What follows belongs to an exercise in optimizing a design on an open flow for small area, a short achievable clock period and few clock cycles per item; a production flow would make more cautious choices. In this exercise RTL edits were held to simulation tests only and were not proved equivalent to the original.

## design/flow/design.v

```verilog
package mep_pkg;
    localparam int RADIUS_W = 5;
    localparam int FIELD_W  = 10;
    localparam int SQ_W     = 2 * RADIUS_W;
    localparam int M_W      = SQ_W + RADIUS_W;
    localparam int K_W      = 17;
    localparam int T_W      = 16;
    localparam int COORD_BITS_DEFAULT = 11;
    localparam int CFG_IDX_W = 1;
    localparam logic [RADIUS_W-1:0] RADIUS_X_RESET = 5'd5;
    localparam logic [RADIUS_W-1:0] RADIUS_Y_RESET = 5'd2;
endpackage
import mep_pkg::*;
module midpoint_ellipse_points #(
    parameter int COORD_BITS = COORD_BITS_DEFAULT
) (
    input  logic                  clk,
    input  logic                  rst_n,
    input  logic                  cfg_we,
    input  logic [CFG_IDX_W-1:0]  cfg_index,
    input  logic [RADIUS_W-1:0]   cfg_data,
    input  logic                  in_valid,
    output logic                  in_ready,
    input  logic [FIELD_W-1:0]    center_x,
    input  logic [FIELD_W-1:0]    center_y,
    input  logic [FIELD_W-1:0]    shift_x,
    output logic                  out_valid,
    input  logic                  out_ready,
    output logic [COORD_BITS-1:0] x_right,
    output logic [COORD_BITS-1:0] x_left,
    output logic [COORD_BITS-1:0] y_upper,
    output logic [COORD_BITS-1:0] y_lower,
    output logic                  last_point
);
    logic [RADIUS_W-1:0] ra_reg, rb_reg;
    always_ff @(posedge clk or negedge rst_n)
    begin
        if (!rst_n)
        begin
            ra_reg <= RADIUS_X_RESET;
            rb_reg <= RADIUS_Y_RESET;
        end
        else if (cfg_we)
        begin
            if (cfg_index == 1'b0) ra_reg <= cfg_data;
            else                   rb_reg <= cfg_data;
        end
    end
    logic                q_v, q_rdy;
    logic [2:0]          q_cnt;
    logic [FIELD_W-1:0]  q_cx, q_cy, q_sh;
    logic [SQ_W-1:0]     q_a2, q_b2;
    logic [RADIUS_W-1:0] q_b;
    logic signed [T_W-1:0] q_t;
    logic                load;
    assign in_ready = !q_v;
    assign q_rdy    = q_v && (q_cnt == 3'd5);
    always_ff @(posedge clk or negedge rst_n)
    begin
        if (!rst_n)
        begin
            q_v <= 1'b0;
        end
        else
        begin
            if (!q_v)      q_v <= in_valid;
            else if (load) q_v <= 1'b0;
        end
    end
    always_ff @(posedge clk)
    begin
        if (!q_v)
        begin
            q_cx  <= center_x;
            q_cy  <= center_y;
            q_sh  <= shift_x;
            q_a2  <= ra_reg * ra_reg;
            q_b2  <= rb_reg * rb_reg;
            q_b   <= rb_reg;
            q_cnt <= 3'd0;
            q_t   <= '0;
        end
        else if (q_cnt != 3'd5)
        begin
            q_cnt <= q_cnt + 3'd1;
            q_t   <= (q_t <<< 1) - (q_b[3'd4 - q_cnt] ? T_W'(q_a2) : T_W'(0));
        end
    end
    logic                       w_v, w_r2;
    logic [RADIUS_W-1:0]        w_ex, w_ey;
    logic signed [FIELD_W+1:0]  w_cxs;
    logic [FIELD_W-1:0]         w_cy;
    logic signed [K_W-1:0]      w_k, w_p, w_q;
    logic [SQ_W-1:0]            w_a2, w_b2;
    logic [SQ_W:0]              w_s;
    logic signed [T_W-1:0]      w_g;
    logic signed [SQ_W:0]       w_c;
    logic o_v;
    logic w_t2;
    logic out_en, cont1, ey0, trans1, last, emit, step_s, step, adv;
    assign cont1  = w_g[T_W-1];
    assign ey0    = (w_ey == '0);
    assign trans1 = w_v && !w_r2 && !w_t2 && !cont1 && !ey0;
    assign last   = ey0 && (w_r2 || !cont1);
    assign out_en = !o_v || out_ready;
    assign emit   = w_v && !w_t2 && !trans1 && out_en;
    assign step   = emit && !last;
    assign adv    = step || trans1 || w_t2;
    assign load   = q_rdy && (!w_v || (emit && last));
    assign step_s = w_k[K_W-1] ^ w_r2;
    logic signed [K_W-1:0] a2_k, b2_k, t_k;
    assign a2_k = K_W'(q_a2);
    assign b2_k = K_W'(q_b2);
    assign t_k  = K_W'(q_t);
    logic signed [K_W-1:0] inc_p, inc_q;
    logic signed [K_W-1:0] k_op, p_opa, p_opb, q_op;
    logic signed [T_W-1:0] g_opa, g_opb;
    logic signed [K_W-1:0] k_sum, p_sum, q_sum;
    logic signed [T_W-1:0] g_sum;
    assign inc_p = w_r2 ? K_W'(w_a2) << 1 : K_W'(w_b2) << 1;
    assign inc_q = step_s ? inc_p : K_W'(w_s) << 1;
    assign k_op  = (trans1 || w_t2) ? (w_t2 ? K_W'(w_g) : ~w_p) : (step_s ? w_p : w_q);
    assign p_opa = trans1 ? w_q : w_p;
    assign p_opb = trans1 ? ~w_p : (w_t2 ? K_W'(w_a2) : inc_p);
    assign q_op  = trans1 ? K_W'(w_a2) : (w_t2 ? ~(K_W'(w_b2)) : inc_q);
    assign g_opa = trans1 ? T_W'(w_q >>> 1) : w_g;
    assign g_opb = trans1 ? T_W'(w_c) : (step_s ? T_W'(w_b2) : T_W'(w_s));
    assign k_sum = w_k + k_op + K_W'(trans1);
    assign p_sum = p_opa + p_opb + K_W'(trans1);
    assign q_sum = w_q + q_op + K_W'(w_t2);
    assign g_sum = g_opa + g_opb;
    always_ff @(posedge clk or negedge rst_n)
    begin
        if (!rst_n)
        begin
            w_v  <= 1'b0;
            w_t2 <= 1'b0;
        end
        else
        begin
            if (load)              w_v <= 1'b1;
            else if (emit && last) w_v <= 1'b0;
            w_t2 <= trans1;
        end
    end
    always_ff @(posedge clk)
    begin
        if (load)
        begin
            w_r2  <= 1'b0;
            w_ex  <= '0;
            w_ey  <= q_b;
            w_cxs <= {{2{q_cx[FIELD_W-1]}}, q_cx} + {2'b00, q_sh};
            w_cy  <= q_cy;
            w_a2  <= q_a2;
            w_b2  <= q_b2;
            w_s   <= {1'b0, q_a2} + {1'b0, q_b2};
            w_g   <= q_t;
            w_c   <= (SQ_W+1)'(3 * (q_b2 >> 2)) - (SQ_W+1)'(q_a2 >> 2)
                     + (SQ_W+1)'({q_b2[0], 1'b0}) - (SQ_W+1)'(1);
            w_k   <= b2_k + t_k + K_W'(q_a2 >> 2);
            w_p   <= (b2_k << 1) + b2_k;
            w_q   <= (a2_k << 1) + (b2_k << 1) + b2_k + (t_k <<< 1);
        end
        else if (adv)
        begin
            w_k <= k_sum;
            w_p <= p_sum;
            w_q <= q_sum;
            w_g <= g_sum;
            if (w_t2) w_r2 <= 1'b1;
            if (step)
            begin
                if (!w_r2)
                begin
                    w_ex <= w_ex + 1'b1;
                    if (!step_s) w_ey <= w_ey - 1'b1;
                end
                else
                begin
                    w_ey <= w_ey - 1'b1;
                    if (!step_s) w_ex <= w_ex + 1'b1;
                end
            end
        end
    end
    logic signed [FIELD_W+1:0] xr_s, xl_s;
    logic [COORD_BITS-1:0]     x_right_reg, x_left_reg, y_upper_reg, y_lower_reg;
    logic                      last_point_reg;
    assign xr_s = w_cxs + {7'b0, w_ex};
    assign xl_s = w_cxs - {7'b0, w_ex};
    function automatic logic [COORD_BITS-1:0] sat_hi(input logic signed [FIELD_W+1:0] v);
        if (!v[FIELD_W+1] && v[FIELD_W]) sat_hi = {1'b0, {(COORD_BITS-1){1'b1}}};
        else                             sat_hi = v[COORD_BITS-1:0];
    endfunction
    always_ff @(posedge clk or negedge rst_n)
    begin
        if (!rst_n)
        begin
            o_v <= 1'b0;
        end
        else
        begin
            o_v <= emit || (o_v && !out_ready);
        end
    end
    always_ff @(posedge clk)
    begin
        if (emit)
        begin
            x_right_reg    <= sat_hi(xr_s);
            x_left_reg     <= sat_hi(xl_s);
            y_upper_reg    <= {w_cy[FIELD_W-1], w_cy} + {6'b0, w_ey};
            y_lower_reg    <= {w_cy[FIELD_W-1], w_cy} - {6'b0, w_ey};
            last_point_reg <= last;
        end
    end
    assign out_valid  = o_v;
    assign x_right    = x_right_reg;
    assign x_left     = x_left_reg;
    assign y_upper    = y_upper_reg;
    assign y_lower    = y_lower_reg;
    assign last_point = last_point_reg;
endmodule
```

## design/flow/flow/run.sh

```bash
#!/bin/bash
set -euo pipefail
bash standard.sh SETUP_SLACK_MARGIN=5.8 finish > standard_flow.log 2>&1
```

## design/flow/standard.sh

```bash
#!/bin/bash
# synth_recipe.tcl (not shown) runs the flow's synth.tcl, then flattens the netlist and writes it again
# the make line also repeats each setting of config.mk as NAME=value (left out here)
make -C /OpenROAD-flow-scripts/flow DESIGN_CONFIG=/design/flow/config.mk WORK_HOME=/design/flow/orfs CLKGATE_MAP_FILE= SYNTH_SCRIPT=/design/flow/synth_recipe.tcl "${@:-finish}"
```

## design/flow/config.mk

```make
export PLATFORM = sky130hd
export DESIGN_NAME = midpoint_ellipse_points
export DESIGN_NICKNAME = midpoint_ellipse_points
export VERILOG_FILES = /design/flow/design.v
export SDC_FILE = /design/flow/constraint.sdc
export NUM_CORES = 4
export LEC_CHECK = 0
export CAP_MARGIN = 20
export CORE_MARGIN = 2
export CORE_UTILIZATION = 40
export SETUP_SLACK_MARGIN = 5
export SLEW_MARGIN = 20
```

## design/flow/constraint.sdc

```tcl
create_clock -name core_clock -period 9.0 [get_ports {clk}]
set_input_delay 1.8000 -clock core_clock [delete_from_list [all_inputs] [get_ports {clk}]]
set_output_delay 1.8000 -clock core_clock [all_outputs]
set_load 0.01 [all_outputs]
```

==> qor.yml, run 1 <==
detailed_routing:
  via_per_inst: 5.45
  drt_wl_total_um: 59700
  drc: 0
  drt-pass1-iter-count: 6
  first_iter_violations: 1538
  wl_met3_um: 4050
  num_vias: 16400
  drt-met1-wl_um: 26000
  route.detailed.wl_per_inst_um: 19.9
  top_layer_used: "met4"
  ant_nets: 0
  met2_length_um: 28000
floorplanning:
  dieHeight_um: 226
  io_pins: 88
  start_util_pct: 40.4
  rows: 81
  fp.coreArea_mm2: 0.0488
  die_w_um: 226
  die-area_mm2: 0.0511
setup_path:
  start_kind: "flop"
  slowest_stage: "or4b_4"
  worstPathMaxFanout: 7
  cp_common_cell: "buf_6"
  critPathTopFamily: "compound AO/OA/AOI/OAI gates"
  slowest_delay_ns: 0.50
  ff2ff_path_depth: 21
  crit_path_end_kind: "flop"
  r2r_slack_ns: 4.87
  critical_path_required_ns: 9.30
  crit_type: "reg -> reg"
  worst-path-stages: 21
  crit_buf_inv: 7
  worstPathArrival_ns: 4.42
  cp_cell_sequence: "inv_2 -> ha_1 -> or4b_4 -> and3_4 -> nand2b_4 -> buf_6 -> buf_8 -> buf_12 -> buf_16 -> a31oi_4 -> ha_4 -> buf_6 -> a211oi_4 -> nor2_2 -> o21a_1 -> a21bo_4 -> a221oi_4 -> buf_6 -> o21bai_4 -> xnor2_1 -> a21oi_1"
timing:
  slew_violations: 0
  slew_headroom_pct: 42.8
  finalSetupTns_ns: 0
  max_freq_ghz: 0.242
  period_minus_slack_ns: 4.13
  worstMarginPinSlew_ns: 0.859
  skew_ns: 0.0285
  rsz0062_at_grt: "true"
  hold_viol: 0
  finalSetupViolations: 0
  final.period_utilization_pct: 45.9
synthesis:
  synth_top_area_share_pct: 35.0
  synth_edf_count: 230
  yosysUniqueCellTypes: 80
  synthArstFlopShare_pct: 5.20
  synth_area_mm2: 0.0197
  yosys.area.top_type: "edfxtp_1"
  yosys_register_bits: 269
  synthFlopType: "edfxtp_1"
  avgSynthCellArea_um2: 9.66
  synth_cells: 2042
  ys_seq_area_share_pct: 39.3
  yosysWarnings: 1
  synth_area_leaders: "edfxtp_1 (35%), ha_1 (12%), nand2_1 (5.2%), xnor2_1 (4.6%), fa_1 (4.5%)"
clocking:
  cts.path.max_buffers: 3
  htree_levels: 2
  cts_tree: "done"
  clk_pin_slew_ns: 0.06
  insertion_delay_ns: 0.56
  clock-sinks: 269
  numCtsBuffers: 34
  cts_root_buf: "clkbuf_16"
global_routing:
  grt_antenna_before_repair: 1
  grt.total_usage_pct: 22.4
  gr-total-overflow: 0
  grt_max_degree: 65
  grt_pass1_wl_um: 88200
  grt_pass1_vias: 15700
finish:
  final_cell_mix: "nand2_1 (244), edfxtp_1 (230), ha_1 (157), buf_4 (148), nor2_1 (138)"
  drive_above_1_share_pct: 25.1
  nFillCells: 4226
  design_area_mm2: 0.0260
  area_growth_pct: 31.6
  final_nets: 2592
  finalNonFillerCells: 3005
  largestRegisters: "w_k x17, w_p x17, w_q x17"
  mostFrequentLayoutCell: "nand2_1"
hold_path:
  hp-class: "reg -> reg"
  hold_path_depth: 0
place:
  place_congestion: 0.881
  hpwl_um: 37900
  io_buffers: 87
  numPlacedInstances: 2739
  place_area_mm2: 0.0215
run_status:
  status: "timing/DRC/antenna clean"
flow_run:
  cap_violations: 0
Yosys cell counts, types with 23 or more instances:
| cell | count |
|---|---|
| a21o_1 | 45 |
| a21oi_1 | 147 |
| and2_1 | 24 |
| clkbuf_1 | 55 |
| dfxtp_1 | 25 |
| edfxtp_1 | 230 |
| fa_1 | 44 |
| ha_1 | 193 |
| inv_1 | 126 |
| mux2_2 | 33 |
| mux2i_1 | 23 |
| nand2_1 | 274 |
| nand2b_1 | 26 |
| nand3_1 | 24 |
| nor2_1 | 156 |
| nor2b_1 | 26 |
| o21a_1 | 28 |
| o21ai_0 | 123 |
| o21ai_1 | 35 |
| o21bai_1 | 26 |
| xnor2_1 | 103 |
| xor2_1 | 61 |
metal layers:
metal  up-vias  global-route usage [%]
met5         -                       0
met4         0                    6.18
met3       118                    3.30
met2       555                    36.3
met1      7907                    31.3
li1       7812                       -
cell families after synthesis:
family	synth area share (%)
muxes	3.22
buffers and inverters	3.69
adders and majority gates	16.7
DFF	39.3
and+or+nand+nor	13.9
AOI/OAI and AO/OA	15.8
xor gates and xnor gates	7.28
other	0.0381
area by class of cell:
class                      instances  area (µm²)  area share, %
multi-input combinational       1589       12800           49.5
sequential                       269        7780           30.0
timing repair buffer             288        2860           11.0
clock buffer                      51         976           3.76
tap                              664         831           3.20
inverter                         128         526           2.02
clock inverter                    11         100          0.386
timing repair inverter             4        42.5          0.164
antenna                            1        2.50        0.00964
repair_timing:
item	4_1_cts	5_1_grt
buffers inserted	113	68
hold buffers	0	0
pin swaps	91	142
gates cloned	19	3
setup endpoints to repair	322	214
gates resized for setup	227	202
endpoints found under the hold margin	0	0
metrics by stage:
| step | hold WS (ns) | utilization, % | worst slack (ns) |
|---|---|---|---|
| final | 0.416 | 53.1 | 4.87 |
| after global routing | 0.424 | 53.1 | 4.74 |
| after floorplan | 0.400 | - | 4.74 |
| after detailed placement | 0.405 | 44.1 | 3.68 |
| after CTS | 0.418 | 50.2 | 4.83 |
| after global placement | 0.404 | 44.0 | 3.77 |
worst reg2reg max path: cells and delay by family, from the launching register on:
family / cells / cell delay (ns)
buffers and inverters: 7 / 0.87
xor gates and xnor gates: 1 / 0.15
AOI/OAI and AO/OA: 7 / 1.15
DFF: 1 / 0.43
adders and majority gates: 2 / 0.31
and+or+nand+nor: 4 / 0.98
path summary, 6_finish.rpt:
check                          end  startpoint
setup / recovery           w_g[13]     w_ey[0]
setup reg to reg           w_g[13]     w_ey[0]
min in group asynchronous     w_t2       rst_n
hold reg to reg            w_cy[1]     q_cy[1]
hold / removal             w_cy[1]     q_cy[1]
max in group asynchronous      q_v       rst_n
Testbench counts, summed over its fixed seeds: cycles 66,057, points 61,632.
==> run 2: changes to the inputs <==
==> design/flow/run.sh (new file) <==
#!/bin/bash
# synth_recipe.tcl (not shown) runs the flow's synth.tcl, then flattens the netlist and writes it again
# the make line also repeats each setting of config.mk as NAME=value (left out here)
make -C /OpenROAD-flow-scripts/flow DESIGN_CONFIG=/design/flow/config.mk WORK_HOME=/design/flow/orfs CLKGATE_MAP_FILE= SYNTH_SCRIPT=/design/flow/synth_recipe.tcl finish
removed: design/flow/flow/run.sh
removed: design/flow/standard.sh
==> run 2 against run 1 <==
  * Still clean
  * Cell count decreased by 3.2%
  * Global-route usage decreased by 1.8 points
  * Critical path depth decreased by 4
  * Via count decreased by 3.6%
  * Maximum frequency decreased by 3.6%
  * Sequential share of layout area increased by 2.0 points
  * Sequential cell count unchanged
  * Register-to-register slack got worse by 0.15 ns
  * Die area unchanged
  * Critical path type unchanged
  * Critical endpoint is now w_k[16]
  * Largest cell class unchanged
  * Highest routed layer unchanged
==> qor.yml, run 2 <==
timing:
  rsz0062_at_grt: "true"
  worstMarginPinSlew_ns: 1.06
  slew_violations: 0
  hold_viol: 0
  skew_ns: 0.0281
  period_minus_slack_ns: 4.28
  max_freq_ghz: 0.234
  finalSetupTns_ns: 0
  finalSetupViolations: 0
  slew_headroom_pct: 29.4
  final.period_utilization_pct: 47.6
  fin_ws_ns: 4.72
global_routing:
  grt_pass1_wl_um: 81700
  gr-total-overflow: 0
  grt_pass1_vias: 15300
  grt.total_usage_pct: 20.7
  grt_antenna_before_repair: 2
  grt_max_degree: 56
place:
  dp_slack_ns: 3.50
  io_buffers: 87
  numPlacedInstances: 2742
  hpwl_um: 38000
  place_congestion: 0.885
finish:
  final_cell_mix: "nand2_1 (258), edfxtp_1 (230), ha_1 (173), nor2_1 (151), a21oi_1 (127)"
  largestRegisters: "w_k x17, w_p x17, w_q x17"
  finalNonFillerCells: 2908
  nFillCells: 4393
  regArea_mm2: 0.00776
  area_growth_pct: 23.1
  final_nets: 2495
  drive_above_1_share_pct: 15.6
  fin_util_pct: 49.7
  multi_input_area_mm2: 0.0122
  mostFrequentLayoutCell: "nand2_1"
setup_path:
  critical_path_required_ns: 9.28
  cp-endpoint: "w_k[16]"
  worstPathMaxFanout: 37
  slowest_stage: "or4b_4"
  critPathTopFamily: "simple AND/OR/NAND/NOR gates"
  crit_type: "reg -> reg"
  worstPathArrival_ns: 4.56
  cp_cell_sequence: "inv_2 -> ha_4 -> or4b_4 -> and3_4 -> nand2b_4 -> inv_8 -> fa_2 -> inv_1 -> fa_1 -> nand2b_4 -> a21oi_4 -> o21a_1 -> a31o_1 -> a211oi_2 -> o21bai_1 -> and3_1 -> or4_1"
  r2r_slack_ns: 4.72
  worst-path-stages: 17
  crit_path_end_kind: "flop"
  ff2ff_path_depth: 17
  cp_common_cell: "nand2b_4"
  r2r_start: "w_ey[0]"
  start_kind: "flop"
  crit_buf_inv: 3
  r2r-end: "w_k[16]"
  crit_start: "w_ey[0]"
  slowest_delay_ns: 0.54
clocking:
  htree_levels: 2
  cts_hold_buf: 0
  cts_root_buf: "clkbuf_16"
  clock-sinks: 269
  clk_pin_slew_ns: 0.05
  cts_tree: "done"
  insertion_delay_ns: 0.56
  cts.path.max_buffers: 3
  numCtsBuffers: 35
synthesis:
  yosys.area.top_type: "edfxtp_1"
  synth_area_mm2: 0.0197
  synth_edf_count: 230
  yosysWarnings: 1
  yosys-top-cells-count: "nand2_1 (274), edfxtp_1 (230), ha_1 (193), nor2_1 (156), a21oi_1 (147)"
  synth.most_common_cell: "nand2_1"
  avgSynthCellArea_um2: 9.66
  synth_area_leaders: "edfxtp_1 (35%), ha_1 (12%), nand2_1 (5.2%), xnor2_1 (4.6%), fa_1 (4.5%)"
  yosysUniqueCellTypes: 80
  yosys_register_bits: 269
  synthArstFlopShare_pct: 5.20
  ys_seq_area_share_pct: 39.3
  synth_top_area_share_pct: 35.0
  synthFlopType: "edfxtp_1"
  synth_cells: 2042
detailed_routing:
  via_per_inst: 5.43
  drt-pass1-iter-count: 5
  drc: 0
  drt_wl_total_um: 53800
  ant_nets: 0
  route.detailed.wl_per_inst_um: 18.5
  num_vias: 15800
  first_iter_violations: 1237
floorplanning:
  die_w_um: 226
  fp.coreArea_mm2: 0.0488
  start_util_pct: 40.4
  io_pins: 88
  rows: 81
  dieHeight_um: 226
  die-area_mm2: 0.0511
flow_run:
  cap_violations: 0
hold_path:
  hp-class: "reg -> reg"
  min_from: "q_cy[7]"
run_status:
  status: "timing/DRC/antenna clean"
## run 2: changes by cell type in the layout (fill, tap and decap cells not counted), moves of 13 or more
| cell | change |
|---|---|
| nor2_1 | +13 |
| o21ai_0 | +28 |
| buf_4 | -64 |
| a21oi_2 | -20 |
| nand2_1 | +14 |
| a21oi_1 | +25 |
| o21ai_1 | -20 |
| clkdlybuf4s50_1 | +49 |
| ha_1 | +16 |
| dlygate4sd2_1 | -47 |
## run 2: cell families after synthesis
family                     after synthesis  synth area share, %
AOI/OAI and AO/OA                      509                 15.8
xor gates and xnor gates               164                 7.28
adders and majority gates              237                 16.7
buffers and inverters                  192                 3.69
DFF                                    269                 39.3
muxes                                   58                 3.22
other                                    2               0.0381
and+or+nand+nor                        611                 13.9
## run 2: what timing repair did
| item | in CTS | in global routing |
|---|---|---|
| cloned | 8 | 0 |
| setup endpoints to repair | 137 | 32 |
| pin swaps | 44 | 76 |
| resized for setup | 97 | 112 |
| setup buffers | 55 | 39 |
## run 2: final cells by class
type                    count  share of cell area, %
diodes                      1                 0.0103
clock buffers              49                   3.99
clock inverters            14                  0.551
inverters                 128                   2.08
multi-input cells        1587                   50.1
flip-flops and latches    269                   32.0
well taps                 664                   3.42
repair buffers            196                   7.88
## run 2: per-stage QoR
step / hold slack (ns) / instance area [µm²]
5_1_grt: 0.422 / 24300
3_5_place_dp: 0.405 / 21400
2_1_floorplan: 0.400 / 19800
3_3_place_gp: 0.402 / 21300
6_report: 0.422 / 24300
4_1_cts: 0.422 / 23500
## run 2: per-layer routing
metal	vias to the layer above	global-route usage (%)	part of all wire, %	wire length, µm
li1	7612	-	-	-
met1	7599	28.3	45	24100
met2	495	32.7	45	24400
met3	94	4.35	7.2	3890
met4	0	6.35	2.5	1360
met5	-	0	0	0
## run 2: worst min-delay path by stage
stage	endpoint	slack, ns	cells after the start
4_1_cts	w_cy[2]	0.42	0
5_1_grt	w_cy[2]	0.42	0
2_1_floorplan	w_cy[0]	0.40	0
3_5_place_dp	w_cy[2]	0.41	0
3_3_place_gp	w_cy[7]	0.40	0
6_report	w_cy[7]	0.42	0

## afterwards: timing with drivers on the ports
The results above use ideal ports. As a check the final layouts listed here were re-extracted and re-timed, cells and wires unchanged. Step 1 sets driving cells, clkbuf_16 on the clock port and buf_2 on the other inputs (assumed; they add their load-dependent delay and slew). Step 2 adds t to the input delays and takes it off the output delays; t is the mean of the earliest and latest rising clock arrival at the registers after step 1. Input paths then give back, and output paths get back, about the clock's delay inside the block. a / b / c = ideal / step 1 / step 2; a / b = the first two.
| run | t, ns | slack for setup (ns) | pins driven straight from the clock port |
|---|---|---|---|
| run 1 | 0.605 | 4.873 / 4.873 / 4.873 | 1 |
| run 2 | 0.599 | 4.719 / 4.719 / 4.516 | 1 |
After both steps every run listed still meets setup and hold. For run 2, which loses most, drivers alone change the setup slack by 0.000 ns; drivers and shift together by -0.203 ns.
